Context: an optimization exercise on an open-source flow, tuned for small area, a short achievable clock period and few clock cycles. The choices shown serve that exercise and are no tape-out recipe.
Only simulation tests tie the RTL to the original design; equivalence was not proved.
Power and IR drop assume default switching activity.

run a:
Design pipeTop, start of the top module:
module pipeTop #(
    parameter int imemWords = 64,
    parameter int dmemWords = 64
) (
    input  wire logic                                 clock,
    input  wire logic                                 reset,
    input  wire logic                                 run,
    input  wire logic                                 progWrite,
    input  wire logic [$clog2(imemWords)-1:0]         progAddr,
    input  wire logic [31:0]                          progData,
    output logic                                      storeValid,
    output logic [31:0]                               storeAddr,
    output logic [31:0]                               storeData
);
    logic        pendValid;
    logic [5:0]  pendAddr;
    logic [23:0] pendWord;
    logic [23:0] progWord;
    logic [23:0] imem [64];
    logic [63:0] pendDec;
    assign progWord = pipePkg::predecode(progData, progAddr);
    always_ff @(posedge clock) begin
        pendValid <= progWrite && !run;
        pendAddr  <= progAddr;
        pendWord  <= progWord;
    end
    assign pendDec = 64'd1 << pendAddr;
    for (genvar i = 0; i < 64; i++) begin : gImem
        always_ff @(posedge clock) begin
            if (pendValid && pendDec[i]) imem[i] <= pendWord;
        end
    end
    logic [5:0]  pc;
    logic        dValid;
    logic [23:0] dIr;
    logic [5:0]  dPc1;
    logic        eValid;
    logic        eWr;
    logic        eLoad;
    logic        eStore;
    logic        eBr;
    logic [4:0]  eRd;
    logic        eSub;
    logic        eSum;
    logic        eAnd;
    logic        eOr;
    logic [31:0] eA;
    logic [31:0] eB;
    logic [31:0] eSd;
    logic        eSelMA;
    logic        eSelWA;
    logic        eSelRA;
    logic        eSelMB;
    logic        eSelWB;
    logic        eSelRB;
    logic        eSelMS;
    logic        eSelWS;
    logic        eSelRS;
    logic [5:0]  eFixPc;
    logic        mValid;
    logic        mStoreValid;
    logic        mWr;
    logic        mLoad;
    logic [4:0]  mRd;
    logic [31:0] mAlu;
    logic [31:0] mSd;
    logic        wWr;
    logic [4:0]  wRd;
    logic [31:0] wRes;
    logic [31:0] regs [1:31];
    logic [31:0] dmem [64];
    logic        idle;
    logic [23:0] fWord;
    logic        fPredT;
  ...
For scale: ~11000 cells after synthesis, roughly 4900 flip-flops, roughly 110 I/O pins, ~0.19 mm2 of cells after synthesis.
Settings: LEC_CHECK=0, CAP_MARGIN=20, CORE_MARGIN=2, CORE_UTILIZATION=38, CTS_CLUSTER_DIAMETER=100, CTS_CLUSTER_SIZE=20, SETUP_SLACK_MARGIN=5, SLEW_MARGIN=20, SYNTH_MEMORY_MAX_BITS=8192; clock period 10.0 ns.
standard.sh (not shown) runs the stock make flow with config.mk's settings and CLKGATE_MAP_FILE= SYNTH_SCRIPT=/design/flow/synth_recipe.tcl, a recipe that flattens the netlist after the stock synthesis.
==> flow/flow/run.sh <==
#!/bin/bash
set -euo pipefail
MARGIN=6.3
bash standard.sh synth > synth_stage.log 2>&1
sed "s/SETUP_SLACK_MARGIN=[0-9.]*/SETUP_SLACK_MARGIN=${MARGIN}/" standard.sh > standard_margin.sh
bash standard_margin.sh > layout_stage.log 2>&1
Run a | stages: all done | timing, DRC, antenna: all pass
Testbench counts of run a, summed over its fixed seeds: cycles 102,906.
For run b, these inputs were changed with respect to run a:
==> flow/flow/run.sh <==
#!/bin/bash
set -euo pipefail
MARGIN=6.2
bash standard.sh synth > synth_stage.log 2>&1
sed "s/SETUP_SLACK_MARGIN=[0-9.]*/SETUP_SLACK_MARGIN=${MARGIN}/" standard.sh > standard_margin.sh
bash standard_margin.sh > layout_stage.log 2>&1
diff --git a/flow/config.mk b/flow/config.mk
--- a/flow/config.mk
+++ b/flow/config.mk
@@ -8,7 +8,5 @@
 export CAP_MARGIN = 20
 export CORE_MARGIN = 2
-export CORE_UTILIZATION = 38
-export CTS_CLUSTER_DIAMETER = 100
-export CTS_CLUSTER_SIZE = 20
+export CORE_UTILIZATION = 45
 export SETUP_SLACK_MARGIN = 5
 export SLEW_MARGIN = 20
Notes after the runs:
Run a went all the way through synthesis, placement and routing and the layout is clean on timing, DRC and antenna. Run b completed end to end with timing, DRC and antenna clean. Multi-input combinational cell count delta (run a -> run b): insignificant. Run b against run a: cell total after placement fell by about 5.6%; net switching power of the design rose by 11%; layout filler cell count fell by 9834; global-route wire length before repair rose by 31000 um; antenna diode instance count fell by 6. Length in cells of the worst reg-to-reg path was higher in the run labelled run b. Going from run a to run b, the minimum setup slack after placement was found to have gone down by 0.52 ns. Critical path capture point: dmem[41][6] -> run a, pc[5] -> run b. In the tables for run a and run b, global-route usage reads higher with run b. Via count of the first global-routing pass in run b is 3.8% higher than in run a.

[port drivers added, routing unchanged]
The results above use ideal ports. As a check the final layouts listed here were re-extracted and re-timed, cells and wires unchanged. Step 1 assumes that a clkbuf_16 drives the clock port and a buf_2 every other input. Step 2 moves the port delays by t, midway between the first and last clock arrival at a register: inputs arrive t later, outputs are due t later. That takes back most of the time a late clock gives input paths. Three values: no drivers, after step 1, after step 2; two values: the first two.
run	shift t [ns]	setup WS [ns]	worst setup path after step 2	pins driven straight from the clock port
run a	1.091	6.042 / 6.042 / 5.246	input to register	1
run b	1.150	5.892 / 5.892 / 5.065	input to register	1
After both steps every run listed still meets setup and hold. For run b, which loses most, drivers alone change the setup slack by 0.000 ns; drivers and shift together by -0.827 ns.
